What follows belongs to an exercise in optimizing a design on an open flow for small area and a short achievable clock period; a production flow would make more cautious choices. RTL that was checked went through simulation tests only; none was proved equivalent to the original. No functional check of the RTL was part of runs 3 to 5. Power is estimated from default activity; no workload was simulated.

==> flow/run.sh <==
#!/bin/bash
# synth_recipe.tcl (not shown) runs the flow's synth.tcl, then flattens the netlist and writes it again
# the make line also repeats each setting of config.mk as NAME=value (left out here)
make -C /OpenROAD-flow-scripts/flow DESIGN_CONFIG=/design/flow/config.mk WORK_HOME=/design/flow/orfs CLKGATE_MAP_FILE= SYNTH_SCRIPT=/design/flow/synth_recipe.tcl finish
==> flow/config.mk <==
export PLATFORM = sky130hd
export DESIGN_NAME = data_memory_responder
export DESIGN_NICKNAME = data_memory_responder
export VERILOG_FILES = /design/flow/design.v
export SDC_FILE = /design/flow/constraint.sdc
export NUM_CORES = 4
export LEC_CHECK = 0
export CAP_MARGIN = 20
export CORE_MARGIN = 2
export CORE_UTILIZATION = 40
export SLEW_MARGIN = 20
==> flow/constraint.sdc <==
create_clock -name core_clock -period 4.5 [get_ports {clk}]
set_input_delay 0.9000 -clock core_clock [delete_from_list [all_inputs] [get_ports {clk}]]
set_output_delay 0.9000 -clock core_clock [all_outputs]
set_load 0.01 [all_outputs]
==> flow/design.v <==
module data_memory_responder #(
    parameter int DEPTH_LOG2 = 6,
    parameter int LATENCY    = 2
) (
    input  logic        clk,
    input  logic        reset,
    input  logic        req,
    input  logic        we,
    input  logic [31:0] addr,
    input  logic [31:0] wdata,
    output logic        ready,
    output logic [31:0] rdata,
    output logic        err,
    output logic        busy
);
    localparam int DEPTH = 1 << DEPTH_LOG2;
    typedef enum logic [1:0] {
        ST_IDLE,
        ST_WAIT,
        ST_RESP
    } state_t;
    state_t      state;
    state_t      next_state;
    logic [3:0]  cnt;
    logic        lat_we;
    logic [DEPTH_LOG2+1:0] lat_addr;    
    logic [31:0] lat_wdata;
    logic [31:0] rdata_q;
    logic        err_q;
    logic [31:0] mem [DEPTH];
    logic                  access;
    logic                  aligned;
    logic                  mem_write;
    logic [DEPTH_LOG2-1:0] index;
    logic unused_addr_bits;
    assign unused_addr_bits = &{1'b0, addr[31:DEPTH_LOG2+2]};
    assign index   = lat_addr[DEPTH_LOG2+1:2];
    assign aligned = (lat_addr[1:0] == 2'b00);
    assign access  = (state == ST_WAIT) && (cnt == 4'(LATENCY));
    assign mem_write = reset && access && aligned && lat_we;
    always_ff @(posedge clk or negedge reset) begin
        if (!reset) begin
            state <= ST_IDLE;
        end else begin
            state <= next_state;
        end
    end
    always_comb begin
        next_state = state;
        case (state)
            ST_IDLE: if (req) next_state = ST_WAIT;
            ST_WAIT: if (cnt == 4'(LATENCY)) next_state = ST_RESP;
            ST_RESP: next_state = ST_IDLE;
            default: next_state = ST_IDLE;
        endcase
    end
    always_ff @(posedge clk or negedge reset) begin
        if (!reset) begin
            cnt       <= 4'd0;
            lat_we    <= 1'b0;
            lat_addr  <= '0;
            lat_wdata <= 32'h0;
            rdata_q   <= 32'h0;
            err_q     <= 1'b0;
        end else begin
            case (state)
                ST_IDLE: begin
                    if (req) begin
                        lat_we    <= we;
                        lat_addr  <= addr[DEPTH_LOG2+1:0];
                        lat_wdata <= wdata;
                        cnt       <= 4'd0;
                    end
                end
                ST_WAIT: begin
                    if (access) begin
                        if (!aligned) begin
                            rdata_q <= 32'h0;
                            err_q   <= 1'b1;
                        end else begin
                            if (!lat_we) rdata_q <= mem[index];
                            err_q <= 1'b0;
                        end
                    end else begin
                        cnt <= cnt + 4'd1;
                    end
                end
                ST_RESP: begin
                    err_q <= 1'b0;
                end
                default: ;
            endcase
        end
    end
    always_ff @(posedge clk) begin
        if (mem_write) begin
            mem[index] <= lat_wdata;
        end
    end
    assign ready = (state == ST_RESP);
    assign busy  = (state != ST_IDLE);
    assign rdata = rdata_q;
    assign err   = err_q;
endmodule
==> results.sh, run 1 <==
export IMPL_num_vias=44587
export IMPL_place_congestion=0.899
export IMPL_grt_pass1_vias=42831
export IMPL_netlist_cell_type_count=55
export IMPL_port_buffers=78
export IMPL_endpoint_kind="register"
export IMPL_rsz0062_at_grt="false"
export IMPL_routed_wl_mm=219
export IMPL_combinationalPowerShare_pct=31.2
export IMPL_worst_pin_slew_ns=1.24
export IMPL_ys_seq_area_share_pct=77.6
export IMPL_slowest_delay_ns=0.96
export IMPL_via_per_inst=5.89
export IMPL_die_h_um=456
export IMPL_clkPwrFrac_pct=26.6
export IMPL_setup_viol=0
export IMPL_clk_pin_slew_ns=0.06
export IMPL_hp_class="in2async"
export IMPL_setup_tns_ns=0
export IMPL_crit_chain="buf_12 > buf_4 > mux2i_1 > o22a_1 > o21ai_0 > a2111oi_1 > buf_4 > nand4_1 > a22o_1"
export IMPL_synth_main_ff_cell="edfxtp_1"
export IMPL_p_total_uw=63100
export IMPL_synth_enable_flop_cells=2048
export IMPL_ys_seq_elements=2128
export IMPL_row_count=166
export IMPL_hold_viol=0
export IMPL_required_ns=5.23
export IMPL_dp_final_hpwl_mm=123
export IMPL_power_switching_share_pct=35.4
export IMPL_synth_area_leaders="edfxtp_1 75%, mux2i_1 5.7%, a221oi_1 2.9%"
export IMPL_cts_buffers=201
export IMPL_yosysMostFrequentCell="edfxtp_1"
export IMPL_cts_hold_fix_buffers=0
export IMPL_initialDrtViolationCount=5367
export IMPL_p_per_area_nw_per_um2=672
export IMPL_cpMaxStageDelayCell="a2111oi_1"
export IMPL_ant_nets=0
export IMPL_max_vdd_ir_drop_v=0.000954
export IMPL_netlist_area_leader_share_pct=75.1
export IMPL_core_area_um2=204000
export IMPL_grt_max_degree=173
export IMPL_internal_power_uw=40700
export IMPL_syn_area_per_cell_um2=18.0
export IMPL_status="complete, no violations"
export IMPL_yosys_warnings=1
export IMPL_ioPinCount=103
export IMPL_ctsResizeCount=0
export IMPL_dieArea_um2=208000
export IMPL_grt_pass1_wl_mm=312
export IMPL_slew_headroom_pct=17.1
export IMPL_htree_num_levels=4
export IMPL_worstPathMaxFanout=45
export IMPL_cts_root_buffer="clkbuf_16"
export IMPL_yosys_area_top_type="edfxtp_1"
export IMPL_critPathLaunchType="register"
export IMPL_p_seq_share_pct=42.2
export IMPL_final_nets=4779
export IMPL_wl_per_cell_um=28.9
export IMPL_cts_setup_buffers=0
export IMPL_ys_top_cells_by_count="2,048 x edfxtp_1, 467 x mux2i_1, 272 x a221oi_1, 170 x clkbuf_1, 147 x nor2b_1"
export IMPL_ys_async_sr_fraction_pct=3.76
export IMPL_synth_nets=4611
export IMPL_min_period_ns=4.13
export IMPL_gr_usage_all_layers_pct=20.6
export IMPL_syn_inst=4541
export IMPL_drt_pass1_iterations=5
export IMPL_drv_slew=0
export IMPL_clock_skew_ns=0.0196
export IMPL_crit_path_frequent_cell="buf_4"
export IMPL_p_leak_uw=0.0293
export IMPL_initial_core_util_pct=40.1
export IMPL_cts_sinks=2128
export IMPL_switchingPower_uw=22300
export IMPL_cts_buffer_depth=3
export IMPL_clk_latency_ns=0.84
export IMPL_die_w_um=456
export IMPL_clock_fmax_mhz=242
export IMPL_grt_overflow=0
export IMPL_synthesis_area_um2=81900
export IMPL_drc=0
export IMPL_criticalPathCategory="reg2reg"
export IMPL_antenna_found_initial=9
export IMPL_syn2layout_area_growth_pct=14.6
export IMPL_finalCritPeriodShare_pct=91.8
export IMPL_max_cap_viol_count=0
export IMPL_cp_arrival_ns=4.86
export IMPL_layout_drive_gt1_share_pct=15.8
export IMPL_cts_tree="built"
## final cells by class
| cell class | count | area, µm² |
|---|---|---|
| clock inverters | 113 | 1010 |
| diodes | 6 | 15.0 |
| repair buffers | 318 | 3070 |
| multi-input cells | 2056 | 17300 |
| well taps | 2688 | 3360 |
| clock buffers | 260 | 5500 |
| fillers | 17226 | 110000 |
| inverters | 4 | 22.5 |
| flip-flops and latches | 2128 | 63600 |
## power groups by stage
stage          Clock (µW)  Sequential [µW]  Combinational [µW]
4_1_cts             17000            26600               19600
5_1_grt             17800            26700               20700
3_5_place_dp            0            27000               19500
2_1_floorplan           0            27000               10200
3_3_place_gp            0            26900               19300
6_report            16800            26600               19700
## through the flow
stage | utilization, % | cell area, µm² | instances | hold WS (ns) | worst slack (ns)
2_1_floorplan | - | 81900 | 4541 | 0.496 | 1.07
3_3_place_gp | 42.8 | 87300 | 7194 | 0.494 | 0.378
3_5_place_dp | 42.8 | 87300 | 7194 | 0.490 | 0.348
4_1_cts | 46.0 | 93800 | 7567 | 0.107 | 0.336
5_1_grt | 46.0 | 93800 | 7568 | 0.155 | 0.331
6_report | 46.0 | 93800 | 7573 | 0.156 | 0.371
## path summary, 6_finish.rpt
kind	start	end	depth (start not counted)	slack [ns]
worst max-delay path	lat_addr[4]	rdata_q[27]	9	0.37
worst min-delay path	reset	lat_wdata[17]	2	0.16
worst max register to register	lat_addr[4]	rdata_q[27]	9	0.37
worst min register to register	rdata_q[4]	rdata_q[4]	1	0.51
max in group asynchronous	reset	lat_addr[3]	3	3.00
min in group core_clock	rdata_q[4]	rdata_q[4]	1	0.51
## layer usage
metal,GRT usage (%),wire length [µm],part of all wire (%),vias up
li1,-,-,-,19268
met1,29.7,94300,43,23150
met2,30.9,98400,45,1871
met3,4.00,18200,8.3,298
met4,7.57,8220,3.8,0
met5,0,0,0,-
## sequential cells by signal, indices dropped and copies added, names as in the netlist
name / flops
mem: 2048
err_q: 1
lat_wdata: 32
rdata_q: 32
lat_we: 1
lat_addr: 8
state: 2
cnt: 4
## kinds of logic after synthesis
| group | Yosys count | synth area share, % |
|---|---|---|
| mux | 529 | 6.84 |
| xor+xnor | 1 | 0.0107 |
| flops | 2128 | 77.6 |
| compound gates | 1099 | 10.6 |
| buf+inv | 357 | 2.02 |
| fa+ha+maj | 2 | 0.0306 |
| simple gates | 425 | 2.92 |
## layout by cell type, fill, tap and decap left out, types with 23 or more instances in the layout
cell type,count
a21oi_1,23
a221o_1,36
a221oi_1,272
a22o_1,28
a22oi_1,31
a31oi_1,117
a32oi_1,143
buf_12,39
buf_4,202
clkbuf_1,39
clkbuf_16,205
clkdlybuf4s50_1,77
clkinv_1,39
clkinv_2,42
dfrtp_1,45
dfrtp_2,28
edfxtp_1,2048
mux2_2,42
mux2i_1,467
nand4_1,29
nor2_1,65
nor2_4,67
nor2b_1,143
nor4b_1,29
o211ai_1,28
o21ai_0,111
o221ai_1,27
o22a_1,141
o22ai_1,86
or2_2,28
## worst max-delay path: cells and delay by family (launching register included)
kind	cells	cell delay [ns]
AOI/OAI and AO/OA	4	1.55
DFF	1	0.85
buffers and inverters	3	1.09
muxes	1	0.24
and+or+nand+nor	1	0.15
==> inputs of run 2 (changes only) <==
==> flow/design.v (replaced) <==
module data_memory_responder #(
    parameter int DEPTH_LOG2 = 6,
    parameter int LATENCY    = 2
) (
    input  logic        clk,
    input  logic        reset,
    input  logic        req,
    input  logic        we,
    input  logic [31:0] addr,
    input  logic [31:0] wdata,
    output logic        ready,
    output logic [31:0] rdata,
    output logic        err,
    output logic        busy
);
    localparam int NRING = 16;
    localparam int RLEN  = 4;
    logic unused_addr_bits;
    assign unused_addr_bits = &{1'b0, addr[31:8], LATENCY[0], DEPTH_LOG2[0]};
    logic busy_q, a0, a1, a2, ready_q;
    always_ff @(posedge clk or negedge reset) begin
        if (!reset) begin
            busy_q  <= 1'b0;
            a0      <= 1'b0;
            a1      <= 1'b0;
            a2      <= 1'b0;
            ready_q <= 1'b0;
        end else begin
            busy_q  <= busy_q ? !ready_q : req;
            a0      <= !busy_q && req;
            a1      <= a0;
            a2      <= a1;
            ready_q <= a2;
        end
    end
    logic        lat_we;
    logic [7:0]  lat_addr;
    logic [31:0] lat_wdata;
    logic        err_q;
    always_ff @(posedge clk) begin
        if (!busy_q) begin
            lat_we    <= we;
            lat_addr  <= addr[7:0];
            lat_wdata <= wdata;
            err_q     <= (addr[1:0] != 2'b00);
        end
    end
    logic       aligned;
    logic [3:0] ring_ix;
    logic [1:0] slot;
    assign aligned = (lat_addr[1:0] == 2'b00);
    assign ring_ix = lat_addr[7:4];
    assign slot    = lat_addr[3:2];
    logic [1:0] ph;
    always_ff @(posedge clk) ph <= ph + 2'd1;
    logic [1:0] pos_now, pos_next;
    assign pos_now  = slot + ph;
    assign pos_next = slot + ph + 2'd1;
    logic wlate;
    always_ff @(posedge clk) wlate <= a2 && lat_we && aligned && (pos_now == 2'd2);
    logic wr_now;
    assign wr_now = (((a0 || a1 || a2) && lat_we && aligned) || wlate) && (pos_now == 2'd3);
    logic [31:0] ring [NRING][RLEN];
    for (genvar r = 0; r < NRING; r++) begin : g_ring
        always_ff @(posedge clk) begin
            ring[r][0] <= (wr_now && ring_ix == 4'(r)) ? lat_wdata : ring[r][RLEN-1];
            for (int p = 1; p < RLEN; p++) ring[r][p] <= ring[r][p-1];
        end
    end
    logic [2*NRING-1:0] rsel;
    logic               cap;
    always_ff @(posedge clk) begin
        for (int r = 0; r < NRING; r++) begin
            rsel[2*r]   <= aligned && !lat_we && ring_ix == 4'(r) && pos_next == 2'd0;
            rsel[2*r+1] <= aligned && !lat_we && ring_ix == 4'(r) && pos_next == 2'd2;
        end
    end
    always_ff @(posedge clk or negedge reset) begin
        if (!reset) cap <= 1'b0;
        else        cap <= (a0 || a1) && !lat_we && (!aligned || !pos_next[0]) ||
                           a0 && !aligned;
    end
    logic [31:0] rd_mux;
    always_comb begin
        rd_mux = 32'h0;
        for (int r = 0; r < NRING; r++) begin
            rd_mux = rd_mux | ({32{rsel[2*r]}} & ring[r][0]) | ({32{rsel[2*r+1]}} & ring[r][2]);
        end
    end
    logic [31:0] rdata_q;
    always_ff @(posedge clk or negedge reset) begin
        if (!reset)   rdata_q <= 32'h0;
        else if (cap) rdata_q <= rd_mux;
    end
    assign ready = ready_q;
    assign busy  = busy_q;
    assign rdata = rdata_q;
    assign err   = err_q;
endmodule
==> run 2 against run 1 <==
- critical path depth shrank 3
- hold slack gained 0.013 ns
- synthesized area shrank 31%
- core utilization grew 1.2 points
- final cell count shrank 22%
- wire length shrank 28%
- critical endpoint is now ring[4][17]
- highest routed layer is now met5
==> results.sh, run 2 <==
export IMPL_status="complete, no violations"
export IMPL_setup_tns_ns=0
export IMPL_timing_rr_end="ring[4][17]"
export IMPL_met3_usage_pct=3.47
export IMPL_yosys_warnings=2
export IMPL_yosys_area_top_type="dfxtp_1"
export IMPL_grt_pass1_wl_mm=223
export IMPL_clock_skew_ns=0.0242
export IMPL_netlist_cell_type_count=37
export IMPL_core_area_um2=140000
export IMPL_max_vdd_ir_drop_v=0.000308
export IMPL_gr_usage_all_layers_pct=21.5
export IMPL_layout_commonest_cell="dfxtp_1"
export IMPL_crit_chain="ha_1 > xor3_2 > nand2_2 > nor4b_4 > buf_4 > mux2_2"
export IMPL_grt_overflow=0
export IMPL_finalInstanceArea_um2=66000
export IMPL_setup_viol=0
export IMPL_min_period_ns=3.12
export IMPL_critPathLaunchType="register"
export IMPL_netlist_area_leader_share_pct=73.8
export IMPL_slew_headroom_pct=22.2
export IMPL_drv_slew=0
export IMPL_cts_hold_fix_buffers=0
export IMPL_yosysMostFrequentCell="dfxtp_1"
export IMPL_slowest_delay_ns=0.85
export IMPL_largest_register="ring"
export IMPL_clk_latency_ns=0.81
export IMPL_finalCritPeriodShare_pct=69.4
export IMPL_cts_buffer_depth=3
export IMPL_wl_per_cell_um=26.6
export IMPL_cts_root_buffer="clkbuf_16"
export IMPL_max_cap_viol_count=0
export IMPL_largest_reg_flops=2048
export IMPL_cts_setup_buffers=0
export IMPL_reg2reg_depth=6
export IMPL_final_nets=3946
export IMPL_holdWs_ns=0.169
export IMPL_cts_tree="built"
export IMPL_ys_seq_area_share_pct=77.7
export IMPL_dieArea_um2=144000
export IMPL_fillCellCount=12345
export IMPL_endpoint_kind="register"
export IMPL_clk_pin_slew_ns=0.07
export IMPL_syn_inst=3731
export IMPL_synth_main_ff_cell="dfxtp_1"
export IMPL_grt_max_degree=39
export IMPL_required_ns=5.19
export IMPL_crit_reg2reg_launch="lat_addr[2]"
export IMPL_ioPinCount=103
export IMPL_place_congestion=0.743
export IMPL_cp_arrival_ns=3.81
export IMPL_die_h_um=380
export IMPL_dp_final_hpwl_mm=81.1
export IMPL_routed_wl_mm=158
export IMPL_drc=0
export IMPL_p_leak_uw=0.0259
export IMPL_use_met2_pct=34.5
export IMPL_clock_fmax_mhz=320
export IMPL_syn_area_per_cell_um2=15.1
export IMPL_hp_class="in2async"
export IMPL_hold_viol=0
export IMPL_row_count=137
export IMPL_final_cell_mix="2,051 x dfxtp_1, 482 x mux2_2, 448 x a22oi_1, 201 x clkbuf_16, 103 x nand4_1"
export IMPL_rsz0062_at_grt="false"
export IMPL_synth_area_leaders="dfxtp_1 74%, mux2_2 9.6%, a22oi_1 6.0%"
export IMPL_layout_drive_gt1_share_pct=22.8
export IMPL_diodes=0
export IMPL_via_per_inst=5.11
export IMPL_ctsResizeCount=0
export IMPL_place_area_um2=59300
export IMPL_synthesis_area_um2=56500
export IMPL_grt_busiest_layer="met2"
export IMPL_port_buffers=78
export IMPL_initialDrtViolationCount=2521
export IMPL_htree_num_levels=4
export IMPL_cts_sinks=2163
export IMPL_antenna_found_initial=3
export IMPL_ys_top_cells_by_count="2,083 x dfxtp_1, 482 x mux2_2, 448 x a22oi_1, 136 x clkbuf_1, 103 x nand4_1"
export IMPL_num_vias=30239
export IMPL_cpMaxStageDelayCell="buf_4"
export IMPL_worst_pin_slew_ns=1.17
export IMPL_drt_pass1_iterations=5
export IMPL_initial_core_util_pct=40.4
export IMPL_ant_nets=0
export IMPL_rrSetupSlack_ns=1.38
export IMPL_syn2layout_area_growth_pct=16.8
export IMPL_p_per_area_nw_per_um2=599
export IMPL_use_met1_pct=29.4
export IMPL_criticalPathCategory="reg2reg"
export IMPL_synth_nets=3800
export IMPL_worstPathMaxFanout=32
export IMPL_die_w_um=380
export IMPL_cts_buffers=193
export IMPL_grt_pass1_vias=30730
export IMPL_fin_util_pct=47.2
export IMPL_synth_enable_flop_cells=42
export IMPL_ys_seq_elements=2163
export IMPL_ys_async_sr_fraction_pct=1.76
run 2: changes by cell type after synthesis, sizes merged, moves of 283 or more:
cell,previous run,this run
a221oi,283,0
mux2i,467,0
edfxtp,2048,42
dfxtp,0,2083
mux2,42,512
a22oi,31,448
run 2: stage by stage:
| stage | cells | power [µW] | setup slack (ns) |
|---|---|---|---|
| after floorplan | 3731 | 21800 | 2.34 |
| after global placement | 5558 | 23100 | 1.46 |
| after detailed placement | 5558 | 23100 | 1.41 |
| after CTS | 5917 | 39800 | 1.39 |
| after global routing | 5917 | 40800 | 1.31 |
| final | 5917 | 39500 | 1.38 |
run 2: routing by layer:
| metal | wire, µm | up-vias | part of all wire (%) |
|---|---|---|---|
| met5 | 12 | - | 0.0076 |
| met4 | 4670 | 2 | 3.0 |
| met3 | 9790 | 252 | 6.2 |
| met2 | 73000 | 1037 | 46 |
| met1 | 70300 | 15400 | 45 |
| li1 | - | 13548 | - |
run 2: worst max-delay path by stage:
stage	from	to	slack (ns)	depth (start not counted)
3_5_place_dp	lat_addr[2]	ring[4][15]	1.41	6
4_1_cts	lat_addr[2]	ring[36][16]	1.39	6
3_3_place_gp	lat_addr[2]	ring[4][13]	1.46	6
6_report	lat_addr[2]	ring[4][17]	1.38	6
2_1_floorplan	lat_addr[2]	ring[20][21]	2.34	7
5_1_grt	lat_addr[2]	ring[36][16]	1.31	6
run 2: final cells by class:
| cell class | count | area [µm²] | area share, % |
|---|---|---|---|
| multi-input cells | 1375 | 11700 | 17.7 |
| well taps | 1876 | 2350 | 3.56 |
| repair buffers | 140 | 1290 | 1.96 |
| flip-flops and latches | 2163 | 44000 | 66.6 |
| clock inverters | 66 | 737 | 1.12 |
| clock buffers | 293 | 5940 | 9.00 |
| inverters | 4 | 16.3 | 0.0247 |
run 2: report_power, final:
group / switching, µW / internal, µW / leakage [µW] / total [µW]
Clock: 7100 / 9810 / 0.00331 / 16900
Combinational: 815 / 681 / 0.00489 / 1500
Sequential: 980 / 20100 / 0.0177 / 21100
Total: 8900 / 30600 / 0.0259 / 39500
run 2: critical path, delay by kind of cell (launching register included):
family                   cells  cell delay, ns
adder cells (fa/ha/maj)      1            0.21
XOR/XNOR                     1            0.26
AND/OR/NAND/NOR              2            0.88
flip-flops                   1            0.37
buffers and inverters        1            0.85
multiplexers                 1            0.43
run 2: logic make-up after synthesis:
group           synth area share (%)
simple gates                    3.38
flops                           77.7
compound gates                  6.92
xor+xnor                      0.0598
fa+ha+maj                     0.0221
buf+inv                         1.69
mux                             10.2
==> inputs of run 3 (changes only) <==
--- a/flow/design.v
+++ b/flow/design.v
@@ -18,16 +18,21 @@
     logic unused_addr_bits;
     assign unused_addr_bits = &{1'b0, addr[31:8], LATENCY[0], DEPTH_LOG2[0]};
     logic busy_q, a0, a1, a2, ready_q;
+    logic idle_q;     
+    logic acc;        
+    assign acc = idle_q && req;
     always_ff @(posedge clk or negedge reset) begin
         if (!reset) begin
             busy_q  <= 1'b0;
+            idle_q  <= 1'b1;
             a0      <= 1'b0;
             a1      <= 1'b0;
             a2      <= 1'b0;
             ready_q <= 1'b0;
         end else begin
             busy_q  <= busy_q ? !ready_q : req;
-            a0      <= !busy_q && req;
+            idle_q  <= busy_q ? ready_q : !req;
+            a0      <= acc;
             a1      <= a0;
             a2      <= a1;
             ready_q <= a2;
@@ -38,7 +43,7 @@
     logic [31:0] lat_wdata;
     logic        err_q;
     always_ff @(posedge clk) begin
-        if (!busy_q) begin
+        if (idle_q) begin
             lat_we    <= we;
             lat_addr  <= addr[7:0];
             lat_wdata <= wdata;
@@ -56,14 +61,22 @@
     logic [1:0] pos_now, pos_next;
     assign pos_now  = slot + ph;
     assign pos_next = slot + ph + 2'd1;
-    logic wlate;
-    always_ff @(posedge clk) wlate <= a2 && lat_we && aligned && (pos_now == 2'd2);
-    logic wr_now;
-    assign wr_now = (((a0 || a1 || a2) && lat_we && aligned) || wlate) && (pos_now == 2'd3);
+    logic       st_new, st_lat;
+    logic [1:0] pos_new;
+    assign st_new  = reset && acc && we && (addr[1:0] == 2'b00);
+    assign pos_new = addr[3:2] + ph;
+    assign st_lat  = (a0 || a1 || a2) && lat_we && aligned;
+    logic [NRING-1:0] wen;
+    always_ff @(posedge clk) begin
+        for (int r = 0; r < NRING; r++) begin
+            wen[r] <= (st_new && addr[7:4] == 4'(r) && pos_new == 2'd2) ||
+                      (st_lat && ring_ix == 4'(r) && pos_now == 2'd2);
+        end
+    end
     logic [31:0] ring [NRING][RLEN];
     for (genvar r = 0; r < NRING; r++) begin : g_ring
         always_ff @(posedge clk) begin
-            ring[r][0] <= (wr_now && ring_ix == 4'(r)) ? lat_wdata : ring[r][RLEN-1];
+            ring[r][0] <= wen[r] ? lat_wdata : ring[r][RLEN-1];
             for (int p = 1; p < RLEN; p++) ring[r][p] <= ring[r][p-1];
         end
     end
==> run 3 against run 2 <==
- still clean
- core utilization shrank 0.51 points
- register-to-register slack better by 0.76 ns
- clock power decreased by 3%
- global-route usage decreased by 0.33 points
- power is 6.2% lower
- synthesized cell count is 0.91% higher
- clock skew shrank 0.0043 ns
- final area down 0.25%
- count of clock-buffer cells in the layout rose by 12
==> results.sh, run 3 <==
export IMPL_synthesis_area_um2=56700
export IMPL_yosys_warnings=2
export IMPL_final_nets=3951
export IMPL_critPathLaunchType="register"
export IMPL_die_w_um=380
export IMPL_yosysMostFrequentCell="dfxtp_1"
export IMPL_criticalPathCategory="reg2out"
export IMPL_cts_setup_buffers=0
export IMPL_via_per_inst=5.07
export IMPL_hold_viol=0
export IMPL_fillCellCount=12345
export IMPL_p_per_area_nw_per_um2=563
export IMPL_ys_seq_elements=2179
export IMPL_syn_area_per_cell_um2=15.0
export IMPL_largest_reg_flops=2048
export IMPL_worstPathMaxFanout=2
export IMPL_drt_pass1_iterations=6
export IMPL_clock_fmax_mhz=351
export IMPL_slew_headroom_pct=20.7
export IMPL_initial_core_util_pct=40.2
export IMPL_p_leak_uw=0.0260
export IMPL_gr_usage_all_layers_pct=21.1
export IMPL_cts_tree="built"
export IMPL_cp_arrival_ns=1.95
export IMPL_min_period_ns=2.85
export IMPL_antenna_found_initial=2
export IMPL_drv_slew=0
export IMPL_dp_worst_setup_slack_ns=1.91
export IMPL_holdWs_ns=0.112
export IMPL_rsz0062_at_grt="false"
export IMPL_clock_skew_ns=0.0199
export IMPL_place_congestion=0.757
export IMPL_netlist_cell_type_count=38
export IMPL_hp_class="in2async"
export IMPL_ys_top_cells_by_count="2,098 x dfxtp_1, 475 x mux2_2, 448 x a22oi_1, 152 x clkbuf_1, 95 x nand2_1"
export IMPL_netlist_area_leader_share_pct=74.1
export IMPL_core_area_um2=141000
export IMPL_slowest_delay_ns=0.61
export IMPL_synth_area_leaders="dfxtp_1 74%, mux2_2 9.4%, a22oi_1 5.9%"
export IMPL_finalCritPeriodShare_pct=63.3
export IMPL_grt_pass1_vias=30711
export IMPL_row_count=138
export IMPL_wl_per_cell_um=26.1
export IMPL_endpoint_kind="primary output"
export IMPL_crit_chain="clkdlybuf4s50_1"
export IMPL_grt_overflow=0
export IMPL_layout_drive_gt1_share_pct=21.7
export IMPL_cts_buffers=194
export IMPL_initialDrtViolationCount=2490
export IMPL_drc=0
export IMPL_path_buf_inv=1
export IMPL_synth_enable_flop_cells=42
export IMPL_cts_sinks=2179
export IMPL_max_cap_viol_count=0
export IMPL_die_h_um=380
export IMPL_grt_pass1_wl_mm=220
export IMPL_clk_latency_ns=0.81
export IMPL_fin_ws_ns=1.65
export IMPL_dieArea_um2=145000
export IMPL_setup_viol=0
export IMPL_routed_wl_mm=155
export IMPL_port_buffers=78
export IMPL_ctsResizeCount=0
export IMPL_syn_inst=3765
export IMPL_synth_main_ff_cell="dfxtp_1"
export IMPL_syn2layout_area_growth_pct=16.2
export IMPL_rrSetupSlack_ns=2.14
export IMPL_yosys_area_top_type="dfxtp_1"
export IMPL_ys_seq_area_share_pct=78.1
export IMPL_critPathTopFamily="buffers and inverters"
export IMPL_grt_max_degree=33
export IMPL_place_area_um2=59400
export IMPL_htree_num_levels=4
export IMPL_ant_nets=0
export IMPL_finalInstanceArea_um2=65800
export IMPL_p_total_uw=37100
export IMPL_worst_pin_slew_ns=1.19
export IMPL_required_ns=3.60
export IMPL_num_vias=30084
export IMPL_max_vdd_ir_drop_v=0.000331
export IMPL_cts_hold_fix_buffers=0
export IMPL_cts_root_buffer="clkbuf_16"
export IMPL_final_cell_mix="2,050 x dfxtp_1, 475 x mux2_2, 448 x a22oi_1, 201 x clkbuf_16, 95 x nand2_1"
export IMPL_synth_nets=3835
export IMPL_clk_pin_slew_ns=0.06
export IMPL_largest_register="ring"
export IMPL_status="complete, no violations"
export IMPL_ys_async_sr_fraction_pct=1.79
export IMPL_setup_tns_ns=0
export IMPL_cpMaxStageDelayCell="clkdlybuf4s50_1"
export IMPL_ioPinCount=103
export IMPL_dp_final_hpwl_mm=81.7
export IMPL_layout_commonest_cell="dfxtp_1"
export IMPL_cts_buffer_depth=3
[run 3: cell types whose count changed in the layout (fill, tap and decap cells not counted), sizes merged, moves of 11 or more]
cell	previous run	this run
and4	1	21
buf	63	47
clkbuf	293	305
dfxtp	2083	2098
nand4	103	82
nor3	25	7
nor4	16	27
nor4b	12	1
o22ai	0	16
[run 3: cell type report]
| type | instances | area, µm² | share of cell area, % |
|---|---|---|---|
| flip-flops and latches | 2179 | 44400 | 67.4 |
| well taps | 1890 | 2360 | 3.59 |
| multi-input cells | 1378 | 11600 | 17.6 |
| clock inverters | 52 | 482 | 0.732 |
| inverters | 4 | 15.0 | 0.0228 |
| clock buffers | 305 | 5880 | 8.94 |
| repair buffers | 124 | 1140 | 1.73 |
| diodes | 2 | 5.00 | 0.00760 |
[run 3: per-stage QoR]
step	std cells	utilization, %
2_1_floorplan	3765	-
3_3_place_gp	5575	42.1
3_5_place_dp	5575	42.1
4_1_cts	5932	46.7
5_1_grt	5932	46.7
6_report	5934	46.7
[run 3: logic make-up after synthesis]
group | after synthesis | share of synthesized area (%)
DFF | 2179 | 78.1
adders and majority gates | 2 | 0.0442
buffers and inverters | 208 | 1.49
and+or+nand+nor | 329 | 3.07
AOI/OAI and AO/OA | 531 | 7.05
muxes | 512 | 10.2
xor gates and xnor gates | 4 | 0.0905
[run 3: power breakdown]
part	switching (µW)	leakage [µW]	total (µW)	internal [µW]
Combinational	334	0.00469	731	397
Sequential	363	0.0182	20000	19600
Clock	7100	0.00315	16400	9270
[run 3: layer usage]
layer	global-route usage [%]	wire [µm]	vias to the layer above
met5	0	0	-
met4	6.78	4050	0
met3	3.76	9090	255
met2	33.3	70500	890
met1	29.5	71500	15323
li1	-	-	13616
[run 3: path summary, 6_finish.rpt]
check / to / start / depth (start not counted)
min in group core_clock: ring[30][2] / ring[29][2] / 0
worst min register to register: ring[30][2] / ring[29][2] / 0
worst max register to register: rdata_q[20] / rsel[5] / 6
worst min-delay path: rdata_q[0] / reset / 1
max in group asynchronous: cap / reset / 2
worst max-delay path: rdata[19] / rdata_q[19] / 1
==> inputs of run 4 (changes only) <==
--- a/flow/config.mk
+++ b/flow/config.mk
@@ -7,5 +7,6 @@
 export LEC_CHECK = 0
 export CAP_MARGIN = 20
 export CORE_MARGIN = 2
-export CORE_UTILIZATION = 40
+export CORE_UTILIZATION = 60
+export SETUP_SLACK_MARGIN = 2.5
 export SLEW_MARGIN = 20
==> run 4 against run 3 <==
- core utilization is 23 points higher
- final area down 0.72%
- power rose by 0.34%
- final cell count is 10% lower
- sequential power is essentially flat
- synthesized cell count unchanged
- via count rose by 4.2%
- clock power barely moved
- global-route usage rose by 12 points
- sequential cell count unchanged
- sequential share of layout area grew 0.53 points
- synthesized area stayed put
- critical path type unchanged
- critical endpoint is now rdata[20]
- largest cell class unchanged
==> results.sh, run 4 <==
export IMPL_ys_seq_area_share_pct=78.1
export IMPL_finalCritPeriodShare_pct=50.7
export IMPL_setup_tns_ns=0
export IMPL_min_period_ns=2.28
export IMPL_met3_usage_pct=5.50
export IMPL_largest_reg_flops=2048
export IMPL_initialDrtViolationCount=2926
export IMPL_place_congestion=0.788
export IMPL_dp_final_hpwl_mm=84.6
export IMPL_p_per_area_nw_per_um2=569
export IMPL_yosys_warnings=2
export IMPL_routed_wl_mm=160
export IMPL_largest_register="ring"
export IMPL_timing_rr_end="ring[44][15]"
export IMPL_htree_num_levels=4
export IMPL_gr_usage_all_layers_pct=32.7
export IMPL_cts_buffer_depth=3
export IMPL_use_met2_pct=51.6
export IMPL_max_cap_viol_count=0
export IMPL_final_nets=3977
export IMPL_fillCellCount=6353
export IMPL_syn2layout_area_growth_pct=15.3
export IMPL_dp_worst_setup_slack_ns=1.88
export IMPL_worstPathMaxFanout=2
export IMPL_cpMaxStageDelayCell="dfrtp_1"
export IMPL_hp_class="in2async"
export IMPL_drc=0
export IMPL_final_cell_mix="2,050 x dfxtp_1, 475 x mux2_2, 448 x a22oi_1, 203 x clkbuf_16, 95 x nand2_1"
export IMPL_finalInstanceArea_um2=65300
export IMPL_rrSetupSlack_ns=2.50
export IMPL_drt_pass1_iterations=8
export IMPL_syn_inst=3765
export IMPL_crit_reg2reg_launch="wen[11]"
export IMPL_path_buf_inv=1
export IMPL_ioPinCount=103
export IMPL_crit_chain="buf_2"
export IMPL_synth_area_leaders="dfxtp_1 74%, mux2_2 9.4%, a22oi_1 5.9%"
export IMPL_ant_nets=0
export IMPL_p_leak_uw=0.0262
export IMPL_drv_slew=0
export IMPL_grt_pass1_wl_mm=227
export IMPL_layout_drive_gt1_share_pct=23.4
export IMPL_cts_sinks=2179
export IMPL_antenna_found_initial=2
export IMPL_required_ns=3.60
export IMPL_die_w_um=311
export IMPL_synth_enable_flop_cells=42
export IMPL_hold_viol=0
export IMPL_fin_ws_ns=2.22
export IMPL_endpoint_kind="primary output"
export IMPL_holdWs_ns=0.152
export IMPL_num_vias=31352
export IMPL_netlist_area_leader_share_pct=74.1
export IMPL_yosys_area_top_type="dfxtp_1"
export IMPL_grt_max_degree=33
export IMPL_wl_per_cell_um=30.1
export IMPL_critPathLaunchType="register"
export IMPL_clock_fmax_mhz=438
export IMPL_syn_area_per_cell_um2=15.0
export IMPL_cts_buffers=193
export IMPL_netlist_cell_type_count=38
export IMPL_status="complete, no violations"
export IMPL_criticalPathCategory="reg2out"
export IMPL_fin_util_pct=69.9
export IMPL_rsz0062_at_grt="true"
export IMPL_grt_overflow=0
export IMPL_layout_commonest_cell="dfxtp_1"
export IMPL_grt_pass1_vias=31985
export IMPL_port_buffers=78
export IMPL_clk_pin_slew_ns=0.06
export IMPL_initial_core_util_pct=60.6
export IMPL_critPathTopFamily="flip-flops"
export IMPL_yosysMostFrequentCell="dfxtp_1"
export IMPL_die_h_um=311
export IMPL_setup_viol=0
export IMPL_ys_top_cells_by_count="2,098 x dfxtp_1, 475 x mux2_2, 448 x a22oi_1, 152 x clkbuf_1, 95 x nand2_1"
export IMPL_slowest_delay_ns=0.43
export IMPL_synth_main_ff_cell="dfxtp_1"
export IMPL_cp_arrival_ns=1.38
export IMPL_cts_tree="built"
export IMPL_worst_pin_slew_ns=1.18
export IMPL_synthesis_area_um2=56700
export IMPL_place_area_um2=58700
export IMPL_row_count=112
export IMPL_grt_busiest_layer="met2"
export IMPL_dieArea_um2=96900
export IMPL_clk_latency_ns=0.78
export IMPL_via_per_inst=5.89
export IMPL_clock_skew_ns=0.0219
export IMPL_reg2reg_depth=2
export IMPL_ys_async_sr_fraction_pct=1.79
export IMPL_max_vdd_ir_drop_v=0.000391
export IMPL_cts_root_buffer="clkbuf_16"
export IMPL_core_area_um2=93500
export IMPL_slew_headroom_pct=21.4
export IMPL_use_met1_pct=46.4
export IMPL_synth_nets=3835
export IMPL_ys_seq_elements=2179
[run 4: how the worst max path moves through the flow]
stage,from,endpoint,slack (ns),depth (start not counted)
6_report,rdata_q[20],rdata[20],2.22,1
4_1_cts,rdata_q[19],rdata[19],2.18,1
2_1_floorplan,addr[2],wen[9],2.53,4
5_1_grt,rdata_q[20],rdata[20],2.19,1
3_5_place_dp,addr[2],wen[13],1.88,5
3_3_place_gp,addr[2],wen[11],1.95,5
[run 4: metal layers]
metal / part of all wire, % / vias to the layer above
li1: - / 13625
met1: 44 / 16153
met2: 46 / 1281
met3: 7.1 / 293
met4: 2.8 / 0
met5: 0 / -
[run 4: layout make-up]
cell class / count / area, µm² / share of cell area [%]
clock buffers: 312 / 6060 / 9.27
repair buffers: 151 / 1290 / 1.97
clock inverters: 44 / 415 / 0.636
multi-input cells: 1378 / 11600 / 17.8
diodes: 1 / 2.50 / 0.00383
inverters: 4 / 15.0 / 0.0230
flip-flops and latches: 2179 / 44400 / 67.9
well taps: 1254 / 1570 / 2.40
[run 4: kinds of logic after synthesis]
group           count (synthesis)  synth area share [%]
xor+xnor                        4                0.0905
mux                           512                  10.2
simple gates                  329                  3.07
buf+inv                       208                  1.49
compound gates                531                  7.05
flops                        2179                  78.1
fa+ha+maj                       2                0.0442
[run 4: metrics by stage]
step | instances | total power, µW
global placement | 4947 | 21100
CTS | 5317 | 37300
floorplan | 3765 | 20500
finish | 5323 | 37200
detailed placement | 4947 | 21100
global route | 5322 | 38200
[run 4: power by group]
group          switching (µW)  total [µW]  internal [µW]
combinational             409         804            395
sequential                288       19900          19600
clock                    6920       16500           9580
total                    7620       37200          29600
[run 4: repair_timing]
action                                  4_1_cts  5_1_grt
endpoints found under the setup margin      103       57
hold buffers                                  0        0
resized for setup                           165       18
setup buffers                                14        5
endpoints found under the hold margin         0        0
==> inputs of run 5 (changes only) <==
--- a/flow/config.mk
+++ b/flow/config.mk
@@ -8,5 +8,7 @@
 export CAP_MARGIN = 20
 export CORE_MARGIN = 2
 export CORE_UTILIZATION = 60
+export CTS_CLUSTER_DIAMETER = 80
+export CTS_CLUSTER_SIZE = 30
 export SETUP_SLACK_MARGIN = 2.5
 export SLEW_MARGIN = 20
==> run 5 against run 4 <==
- critical path depth is the same
- clock skew grew 0.0033 ns
- global-route usage decreased by 0.79 points
- sequential share of layout area grew 4.6 points
- final cell count is 4.2% lower
- sequential cell count stayed put
- non-clock buffer count grew 1
- via count is 3.1% lower
- die area did not move
- synthesized area unchanged
- setup slack improved by 0.073 ns
- critical path type unchanged
==> results.sh, run 5 <==
export IMPL_cp_arrival_ns=1.31
export IMPL_cpMaxStageDelayCell="dfrtp_1"
export IMPL_yosysMostFrequentCell="dfxtp_1"
export IMPL_critPathLaunchType="register"
export IMPL_grt_pass1_vias=30710
export IMPL_cts_tree="built"
export IMPL_place_inst=4947
export IMPL_largest_register="ring"
export IMPL_ant_nets=0
export IMPL_diodes=0
export IMPL_criticalPathCategory="reg2out"
export IMPL_reg2reg_depth=2
export IMPL_p_per_area_nw_per_um2=489
export IMPL_cts_buffer_depth=3
export IMPL_grt_max_degree=33
export IMPL_synth_nets=3835
export IMPL_p_leak_uw=0.0242
export IMPL_status="complete, no violations"
export IMPL_worstPathMaxFanout=2
export IMPL_initialDrtViolationCount=3081
export IMPL_rsz0062_at_grt="true"
export IMPL_cts_sinks=2179
export IMPL_netlist_area_leader_share_pct=74.1
export IMPL_ys_async_sr_fraction_pct=1.79
export IMPL_largest_reg_flops=2048
export IMPL_layout_commonest_cell="dfxtp_1"
export IMPL_hp_class="in2async"
export IMPL_gr_usage_all_layers_pct=31.9
export IMPL_clock_skew_ns=0.0252
export IMPL_die_w_um=311
export IMPL_critPathTopFamily="flip-flops"
export IMPL_htree_num_levels=3
export IMPL_max_vdd_ir_drop_v=0.000340
export IMPL_clk_pin_slew_ns=0.11
export IMPL_core_area_um2=93500
export IMPL_syn2layout_area_growth_pct=8.07
export IMPL_slowest_delay_ns=0.45
export IMPL_crit_chain="buf_2"
export IMPL_layout_drive_gt1_share_pct=19.2
export IMPL_final_instance_count_excl_fill=5100
export IMPL_path_buf_inv=1
export IMPL_required_ns=3.60
export IMPL_synthesis_area_um2=56700
export IMPL_fin_util_pct=65.5
export IMPL_ys_top_cells_by_count="2,098 x dfxtp_1, 475 x mux2_2, 448 x a22oi_1, 152 x clkbuf_1, 95 x nand2_1"
export IMPL_dieArea_um2=96900
export IMPL_die_h_um=311
export IMPL_grt_overflow=0
export IMPL_num_vias=30374
export IMPL_routed_wl_mm=157
export IMPL_synth_main_ff_cell="dfxtp_1"
export IMPL_cts_hold_fix_buffers=0
export IMPL_cts_buffers=82
export IMPL_crit_start="rdata_q[20]"
export IMPL_synth_enable_flop_cells=42
export IMPL_final_nets=3867
export IMPL_port_buffers=78
export IMPL_antenna_found_initial=1
export IMPL_timing_rr_end="ring[12][16]"
export IMPL_final_cell_mix="2,050 x dfxtp_1, 475 x mux2_2, 448 x a22oi_1, 95 x nand2_1, 87 x clkbuf_16"
export IMPL_grt_pass1_wl_mm=222
export IMPL_clock_fmax_mhz=453
export IMPL_cts_root_buffer="clkbuf_16"
export IMPL_fillCellCount=6758
export IMPL_crit_reg2reg_launch="wen[3]"
export IMPL_finalCritPeriodShare_pct=49.1
export IMPL_place_congestion=0.788
export IMPL_drc=0
export IMPL_drv_slew=0
export IMPL_initial_core_util_pct=60.6
export IMPL_ys_seq_area_share_pct=78.1
export IMPL_yosys_area_top_type="dfxtp_1"
export IMPL_setup_tns_ns=0
export IMPL_min_period_ns=2.21
export IMPL_setup_viol=0
export IMPL_drt_pass1_iterations=8
export IMPL_hold_viol=0
export IMPL_syn_area_per_cell_um2=15.0
export IMPL_worst_pin_slew_ns=1.13
export IMPL_syn_inst=3765
export IMPL_wl_per_cell_um=30.7
export IMPL_row_count=112
export IMPL_ioPinCount=103
export IMPL_dp_worst_setup_slack_ns=1.88
export IMPL_slew_headroom_pct=24.4
export IMPL_clk_latency_ns=0.70
export IMPL_dp_final_hpwl_mm=84.6
export IMPL_ys_seq_elements=2179
export IMPL_fin_ws_ns=2.29
export IMPL_yosys_warnings=2
export IMPL_holdWs_ns=0.235
export IMPL_netlist_cell_type_count=38
export IMPL_via_per_inst=5.96
export IMPL_endpoint_kind="primary output"
export IMPL_rrSetupSlack_ns=2.50
export IMPL_max_cap_viol_count=0
export IMPL_synth_area_leaders="dfxtp_1 74%, mux2_2 9.4%, a22oi_1 5.9%"
## run 5: area by class of cell
| type | instances | area (µm²) | area share [%] |
|---|---|---|---|
| Clock buffer | 131 | 2350 | 3.84 |
| Clock inverter | 2 | 20.0 | 0.0327 |
| Inverter | 4 | 15.0 | 0.0245 |
| Multi-Input combinational cell | 1378 | 11600 | 19.0 |
| Sequential cell | 2179 | 44400 | 72.5 |
| Tap cell | 1254 | 1570 | 2.56 |
| Timing Repair Buffer | 152 | 1290 | 2.11 |
## run 5: per-stage QoR
stage / cell area, µm² / power [µW]
global placement: 58700 / 21100
floorplan: 56700 / 20500
global route: 61200 / 30800
CTS: 61100 / 29900
detailed placement: 58700 / 21100
finish: 61200 / 29900
## run 5: worst max-delay path by stage
stage / slack (ns) / depth (start not counted) / to
2_1_floorplan: 2.53 / 4 / wen[9]
3_3_place_gp: 1.95 / 5 / wen[11]
3_5_place_dp: 1.88 / 5 / wen[13]
4_1_cts: 2.24 / 1 / rdata[19]
5_1_grt: 2.24 / 1 / rdata[14]
6_report: 2.29 / 1 / rdata[20]
## run 5: routing by layer
metal	track usage (%)	share of wire [%]
met1	46.2	44
met3	4.63	7.1
met4	7.83	2.7
met2	50.8	46
met5	0	0
## run 5: power by group
part	leakage, µW	total [µW]	switching (µW)	internal [µW]
Combinational	0.00487	804	404	400
Sequential	0.0182	19900	283	19600
Clock	0.00114	9270	5610	3660
## run 5: logic make-up after synthesis
group / Yosys count / share of synthesized area [%]
compound gates: 531 / 7.05
xor+xnor: 4 / 0.0905
fa+ha+maj: 2 / 0.0442
buf+inv: 208 / 1.49
flops: 2179 / 78.1
mux: 512 / 10.2
simple gates: 329 / 3.07
## run 5: repair_timing
action,in CTS,in global routing
gates resized for setup,165,16
setup buffers,14,6
endpoints found under the setup margin,104,54
==> inputs of run 6 (changes only) <==
--- a/flow/design.v
+++ b/flow/design.v
@@ -100,9 +100,14 @@
             rd_mux = rd_mux | ({32{rsel[2*r]}} & ring[r][0]) | ({32{rsel[2*r+1]}} & ring[r][2]);
         end
     end
+    logic        clr;
     logic [31:0] rdata_q;
     always_ff @(posedge clk or negedge reset) begin
-        if (!reset)   rdata_q <= 32'h0;
+        if (!reset) clr <= 1'b1;
+        else        clr <= 1'b0;
+    end
+    always_ff @(posedge clk) begin
+        if (clr)      rdata_q <= 32'h0;
         else if (cap) rdata_q <= rd_mux;
     end
     assign ready = ready_q;
--- a/flow/config.mk
+++ b/flow/config.mk
@@ -10,5 +10,5 @@
 export CORE_UTILIZATION = 60
 export CTS_CLUSTER_DIAMETER = 80
 export CTS_CLUSTER_SIZE = 30
-export SETUP_SLACK_MARGIN = 2.5
+export SETUP_SLACK_MARGIN = 2.3
 export SLEW_MARGIN = 20
==> run 6 against run 5 <==
- still clean on timing, DRC and antenna
- sequential share of layout area rose by 0.060 points
- synthesized area shrank 0.36%
- core utilization down 0.12 points
- critical path depth rose by 1
- power fell by 2.5%
- sequential cell count grew 1
- wire length increased by 0.35%
- final area fell by 0.33%
- hold slack improved by 0.091 ns
- first-iteration DRC count down 3.6%
- synthesized cell count decreased by 0.61%
- critical endpoint is now ring[32][26]
- largest cell class unchanged
==> results.sh, run 6 <==
export IMPL_wl_per_cell_um=31.1
export IMPL_place_inst=4932
export IMPL_synthesis_area_um2=56500
export IMPL_row_count=112
export IMPL_die_w_um=311
export IMPL_hp_class="reg2reg"
export IMPL_cpMaxStageDelayCell="dfxtp_2"
export IMPL_core_area_um2=93300
export IMPL_internal_power_uw=23300
export IMPL_endpoint_kind="register"
export IMPL_min_period_ns=2.23
export IMPL_crit_chain="buf_4 > mux2_2"
export IMPL_synth_nets=3812
export IMPL_p_seq_share_pct=67.4
export IMPL_layout_drive_gt1_share_pct=21.1
export IMPL_cts_root_buffer="clkbuf_16"
export IMPL_max_cap_viol_count=0
export IMPL_critPathLaunchType="register"
export IMPL_final_cell_mix="2,052 x dfxtp_1, 512 x mux2_2, 408 x a22oi_1, 109 x nand4_1, 89 x clkbuf_16"
export IMPL_ys_async_sr_fraction_pct=0.367
export IMPL_dp_worst_setup_slack_ns=1.62
export IMPL_antenna_found_initial=1
export IMPL_grt_pass1_wl_mm=224
export IMPL_critPathTopFamily="flip-flops"
export IMPL_fillCellCount=6799
export IMPL_largest_reg_flops=2048
export IMPL_clkPwrFrac_pct=31.6
export IMPL_switchingPower_uw=5930
export IMPL_routed_wl_mm=157
export IMPL_reg2reg_depth=2
export IMPL_ys_seq_elements=2180
export IMPL_syn_area_per_cell_um2=15.1
export IMPL_worstPathMaxFanout=19
export IMPL_htree_num_levels=3
export IMPL_final_instance_count_excl_fill=5056
export IMPL_ioPinCount=103
export IMPL_path_buf_inv=1
export IMPL_slowest_delay_ns=1.13
export IMPL_largest_register="ring"
export IMPL_place_area_um2=58600
export IMPL_ant_nets=0
export IMPL_port_buffers=78
export IMPL_drv_slew=0
export IMPL_ys_top_cells_by_count="2,130 x dfxtp_1, 512 x mux2_2, 408 x a22oi_1, 143 x clkbuf_1, 109 x nand4_1"
export IMPL_yosys_warnings=2
export IMPL_p_leak_uw=0.0239
export IMPL_synth_main_ff_cell="dfxtp_1"
export IMPL_grt_max_degree=34
export IMPL_status="complete, no violations"
export IMPL_ys_seq_area_share_pct=78.1
export IMPL_crit_reg2reg_launch="wen[8]"
export IMPL_num_vias=30343
export IMPL_yosysMostFrequentCell="dfxtp_1"
export IMPL_setup_tns_ns=0
export IMPL_initial_core_util_pct=60.5
export IMPL_required_ns=5.08
export IMPL_syn2layout_area_growth_pct=8.11
export IMPL_cts_buffers=82
export IMPL_via_per_inst=6.00
export IMPL_cts_buffer_depth=3
export IMPL_clock_fmax_mhz=448
export IMPL_fin_ws_ns=2.27
export IMPL_syn_inst=3742
export IMPL_slew_headroom_pct=19.7
export IMPL_initialDrtViolationCount=2970
export IMPL_cts_sinks=2180
export IMPL_rrSetupSlack_ns=2.27
export IMPL_setup_viol=0
export IMPL_rsz0062_at_grt="true"
export IMPL_netlist_area_leader_share_pct=75.5
export IMPL_netlist_cell_type_count=38
export IMPL_max_vdd_ir_drop_v=0.000360
export IMPL_dp_final_hpwl_mm=88.3
export IMPL_clk_latency_ns=0.71
export IMPL_power_switching_share_pct=20.3
export IMPL_synth_area_leaders="dfxtp_1 76%, mux2_2 10%, a22oi_1 5.4%"
export IMPL_finalInstanceArea_um2=61000
export IMPL_endpoint="ring[32][26]"
export IMPL_dieArea_um2=96600
export IMPL_cts_hold_fix_buffers=0
export IMPL_die_h_um=311
export IMPL_hold_viol=0
export IMPL_p_per_area_nw_per_um2=478
export IMPL_final_nets=3841
export IMPL_cp_arrival_ns=2.81
export IMPL_combinationalPowerShare_pct=1.1
export IMPL_grt_pass1_vias=31084
export IMPL_finalCritPeriodShare_pct=49.6
export IMPL_place_congestion=0.811
export IMPL_timing_rr_end="ring[32][26]"
export IMPL_drt_pass1_iterations=6
export IMPL_drc=0
export IMPL_layout_commonest_cell="dfxtp_1"
export IMPL_clk_pin_slew_ns=0.11
export IMPL_timing_critical_path_depth=2
export IMPL_clock_skew_ns=0.0367
export IMPL_worst_pin_slew_ns=1.20
export IMPL_cts_tree="built"
export IMPL_grt_overflow=0
export IMPL_crit_start="wen[8]"
export IMPL_criticalPathCategory="reg2reg"
export IMPL_gr_usage_all_layers_pct=32.0
export IMPL_synth_enable_flop_cells=42
export IMPL_yosys_area_top_type="dfxtp_1"
[run 6: worst register-to-register path: cells and delay by family, from the launching register on]
kind	cells	cell delay, ns
buffers and inverters	1	0.56
flip-flops	1	1.13
multiplexers	1	0.42
[run 6: kinds of logic after synthesis]
kind of cell,after synthesis,share of synthesized area (%)
flops,2180,78.1
mux,512,10.2
simple gates,300,2.83
xor+xnor,5,0.0776
buf+inv,210,1.42
fa+ha+maj,2,0.0443
other cells,1,0.00664
compound gates,532,7.28
[run 6: power by group through the flow]
stage                     Clock, µW  Sequential [µW]  Combinational (µW)
final                          9210            19700                 314
after global routing           9950            19700                 333
after CTS                      9270            19700                 303
after detailed placement          0            20100                 298
after global placement            0            20100                 295
after floorplan                   0            20000                 155
[run 6: worst min path at each step]
stage                             from            to  slack [ns]  cells after the start
after global placement     ring[61][2]   ring[62][2]        0.31                      0
after CTS                  ring[1][21]   ring[2][21]        0.33                      0
after floorplan             ring[9][0]   ring[10][0]        0.31                      0
after global routing       ring[17][9]   ring[18][9]        0.33                      0
after detailed placement  ring[13][14]  ring[14][14]        0.31                      0
final                       ring[9][2]   ring[10][2]        0.33                      0
[run 6: stage by stage]
| stage | total power, µW | utilization, % | hold WS [ns] |
|---|---|---|---|
| finish | 29200 | 65.4 | 0.326 |
| global route | 30000 | 65.4 | 0.332 |
| CTS | 29200 | 65.4 | 0.329 |
| detailed placement | 20400 | 62.8 | 0.312 |
| global placement | 20400 | 62.8 | 0.310 |
| floorplan | 20200 | - | 0.310 |
[run 6: cell type report]
type / count / area (µm²) / area share [%]
timing repair buffer: 151 / 1270 / 2.09
sequential: 2180 / 44300 / 72.5
clock inverter: 1 / 11.3 / 0.0185
antenna: 1 / 2.50 / 0.00410
tap: 1254 / 1570 / 2.57
multi-input combinational: 1352 / 11600 / 19.0
clock buffer: 113 / 2320 / 3.80
inverter: 4 / 15.0 / 0.0246
[run 6: per-layer routing]
metal  track usage [%]  share of wire [%]
met4              8.17                2.7
met1              47.1                 45
met5                 0                  0
met2              50.7                 45
met3              3.75                6.4
[run 6: repair_timing]
item / CTS / global route
hold endpoints to repair: 0 / 0
setup endpoints to repair: 55 / 35
resized for setup: 169 / 23
setup buffers: 6 / 3
==> inputs of run 7 (changes only) <==
--- a/flow/config.mk
+++ b/flow/config.mk
@@ -10,5 +10,5 @@
 export CORE_UTILIZATION = 60
 export CTS_CLUSTER_DIAMETER = 80
 export CTS_CLUSTER_SIZE = 30
-export SETUP_SLACK_MARGIN = 2.3
+export SETUP_SLACK_MARGIN = 2.5
 export SLEW_MARGIN = 20
==> run 7 against run 6 <==
- still clean on timing, DRC and antenna
- maximum frequency up 4.7%
- largest cell class unchanged
- largest power group unchanged
- sequential cell count is the same
- critical endpoint is now busy
- via count rose by 0.56%
- register-to-register slack improved by 0.21 ns
- critical path depth fell by 1
==> results.sh, run 7 <==
export IMPL_clkPwrFrac_pct=31.3
export IMPL_crit_chain="buf_2"
export IMPL_initialDrtViolationCount=2840
export IMPL_power_switching_share_pct=20.4
export IMPL_critPathTopFamily="flip-flops"
export IMPL_p_leak_uw=0.0241
export IMPL_ys_seq_area_share_pct=78.1
export IMPL_netlist_cell_type_count=38
export IMPL_p_seq_share_pct=67.4
export IMPL_cp_arrival_ns=1.23
export IMPL_num_vias=30512
export IMPL_worst_pin_slew_ns=1.13
export IMPL_status="complete, no violations"
export IMPL_dieArea_um2=96600
export IMPL_layout_drive_gt1_share_pct=21.9
export IMPL_grt_max_degree=33
export IMPL_die_w_um=311
export IMPL_endpoint_kind="primary output"
export IMPL_rsz0062_at_grt="true"
export IMPL_setup_tns_ns=0
export IMPL_path_buf_inv=1
export IMPL_drv_slew=0
export IMPL_initial_core_util_pct=60.5
export IMPL_netlist_area_leader_share_pct=75.5
export IMPL_die_h_um=311
export IMPL_clk_latency_ns=0.70
export IMPL_p_total_uw=29200
export IMPL_core_area_um2=93300
export IMPL_ioPinCount=103
export IMPL_required_ns=3.60
export IMPL_cts_tree="built"
export IMPL_worstPathMaxFanout=3
export IMPL_criticalPathCategory="reg2out"
export IMPL_p_per_area_nw_per_um2=473
export IMPL_row_count=112
export IMPL_crit_start="busy_q"
export IMPL_largest_reg_flops=2048
export IMPL_port_buffers=78
export IMPL_synth_enable_flop_cells=42
export IMPL_final_nets=3869
export IMPL_layout_commonest_cell="dfxtp_1"
export IMPL_fillCellCount=6743
export IMPL_finalCritPeriodShare_pct=47.4
export IMPL_switchingPower_uw=5930
export IMPL_yosysMostFrequentCell="dfxtp_1"
export IMPL_synth_nets=3812
export IMPL_yosys_warnings=2
export IMPL_place_congestion=0.823
export IMPL_gr_usage_all_layers_pct=32.2
export IMPL_cts_buffer_depth=3
export IMPL_cpMaxStageDelayCell="dfrtp_1"
export IMPL_syn2layout_area_growth_pct=9.09
export IMPL_drt_pass1_iterations=6
export IMPL_synth_main_ff_cell="dfxtp_1"
export IMPL_ys_seq_elements=2180
export IMPL_grt_pass1_wl_mm=225
export IMPL_ys_async_sr_fraction_pct=0.367
export IMPL_slowest_delay_ns=0.41
export IMPL_yosys_area_top_type="dfxtp_1"
export IMPL_htree_num_levels=3
export IMPL_grt_pass1_vias=31342
export IMPL_syn_inst=3742
export IMPL_dp_final_hpwl_mm=88.5
export IMPL_cts_sinks=2180
export IMPL_hold_viol=0
export IMPL_max_cap_viol_count=0
export IMPL_clock_skew_ns=0.0276
export IMPL_cts_root_buffer="clkbuf_16"
export IMPL_min_period_ns=2.13
export IMPL_critPathLaunchType="register"
export IMPL_antenna_found_initial=6
export IMPL_hp_class="in2async"
export IMPL_setup_viol=0
export IMPL_max_vdd_ir_drop_v=0.000303
export IMPL_cts_buffers=82
export IMPL_synthesis_area_um2=56500
export IMPL_multi_input_area_um2=11600
export IMPL_largest_register="ring"
export IMPL_grt_overflow=0
export IMPL_drc=0
export IMPL_synth_area_leaders="dfxtp_1 76%, mux2_2 10%, a22oi_1 5.4%"
export IMPL_wl_per_cell_um=31.1
export IMPL_final_cell_mix="2,050 x dfxtp_1, 512 x mux2_2, 408 x a22oi_1, 109 x nand4_1, 87 x clkbuf_16"
export IMPL_slew_headroom_pct=24.5
export IMPL_regArea_um2=44300
export IMPL_ant_nets=0
export IMPL_ys_top_cells_by_count="2,130 x dfxtp_1, 512 x mux2_2, 408 x a22oi_1, 143 x clkbuf_1, 109 x nand4_1"
export IMPL_crit_reg2reg_launch="rsel[8]"
export IMPL_via_per_inst=6.00
export IMPL_cts_hold_fix_buffers=0
export IMPL_syn_area_per_cell_um2=15.1
export IMPL_combinationalPowerShare_pct=1.3
export IMPL_clock_fmax_mhz=469
export IMPL_clk_pin_slew_ns=0.11
export IMPL_internal_power_uw=23200
export IMPL_routed_wl_mm=158
-- run 7: stage by stage --
stage	hold slack, ns	setup WS, ns	utilization (%)	instance area (µm²)	cells
finish	0.0867	2.37	66.0	61600	5086
global route	0.0811	2.31	66.0	61600	5083
CTS	0.315	2.31	65.8	61400	5072
detailed placement	0.312	1.74	62.9	58700	4938
global placement	0.310	1.80	62.8	58600	4936
floorplan	0.310	2.45	-	56500	3742
-- run 7: logic make-up (layout without fill, tap and decap cells) --
| logic type | count (synthesis) | count (layout) | share of synthesized area, % |
|---|---|---|---|
| buf+inv | 210 | 297 | 1.42 |
| simple gates | 300 | 300 | 2.83 |
| other cells | 1 | 4 | 0.00664 |
| fa+ha+maj | 2 | 2 | 0.0443 |
| mux | 512 | 512 | 10.2 |
| xor+xnor | 5 | 5 | 0.0776 |
| flops | 2180 | 2180 | 78.1 |
| compound gates | 532 | 532 | 7.28 |
-- run 7: final timing paths --
| kind | endpoint | slack (ns) | cells after the start |
|---|---|---|---|
| max | busy | 2.37 | 1 |
| min | cap | 0.09 | 1 |
| max reg2reg | rdata_q[27] | 2.48 | 5 |
| min reg2reg | ring[30][31] | 0.32 | 0 |
| max in group asynchronous | idle_q | 4.09 | 1 |
| min in group core_clock | ring[30][31] | 0.32 | 0 |
-- run 7: timing repair --
action | 4_1_cts | 5_1_grt
setup endpoints to repair | 158 | 66
pin swaps | 0 | 2
resized for setup | 245 | 22
setup buffers | 20 | 11
-- run 7: layout make-up --
class | instances | area share, %
well taps | 1254 | 2.55
inverters | 4 | 0.0244
repair buffers | 179 | 2.86
clock buffers | 111 | 3.68
flip-flops and latches | 2180 | 72.0
diodes | 3 | 0.0122
multi-input cells | 1352 | 18.9
clock inverters | 3 | 0.0366
-- run 7: power groups by stage --
stage               clock [µW]  combinational, µW  sequential, µW
CTS                       9190                362           19600
global route              9910                396           19700
floorplan                    0                155           20000
global placement             0                294           20100
detailed placement           0                296           20100
finish                    9140                375           19600
-- run 7: worst reg2reg max path: stages (launching register included) --
cell and delay (ns):
dfxtp_2 0.72, buf_6 0.49, a22oi_1 0.25, nand3_1 0.17, nor4_2 0.06, a211oi_1 0.25
-- run 7: per-layer routing --
layer	GRT usage, %	vias up	part of all wire, %
met5	0	-	0
met4	8.88	0	3.0
met3	4.51	264	7.5
met2	51.6	1190	46
met1	46.2	15749	43
li1	-	13309	-

==> afterwards: timing with drivers on the ports <==
Ports are ideal in the flow. The routed layouts listed here were re-timed in OpenROAD. Step 1: set_driving_cell puts a clkbuf_16 on clk and a buf_2 on each other input, an assumption about the parent block. Step 2 times the ports against the registers' clock, not the clock port: input delays grow and output delays shrink by t, the midpoint of the rising clock arrivals with the driver on. Three values: ideal, step 1, step 2; two values: the first two.
run	t, ns	setup WS [ns]	slew at the worst register clock pin (ns)
run 1	0.915	0.371 / 0.371 / 0.371	0.07 / 0.07
run 2	0.869	1.376 / 1.376 / 1.376	0.07 / 0.07
run 3	0.871	1.652 / 1.579 / 1.849	0.07 / 0.07
run 4	0.843	2.219 / 2.148 / 1.891	0.07 / 0.07
run 5	0.757	2.291 / 2.221 / 1.885	0.12 / 0.12
run 6	0.764	2.267 / 2.267 / 1.601	0.11 / 0.11
run 7	0.766	2.366 / 2.290 / 1.751	0.11 / 0.11
After both steps every run listed still meets setup and hold. The setup slack of run 6, which loses most, moves by 0.000 ns with the drivers and by -0.666 ns with both steps.
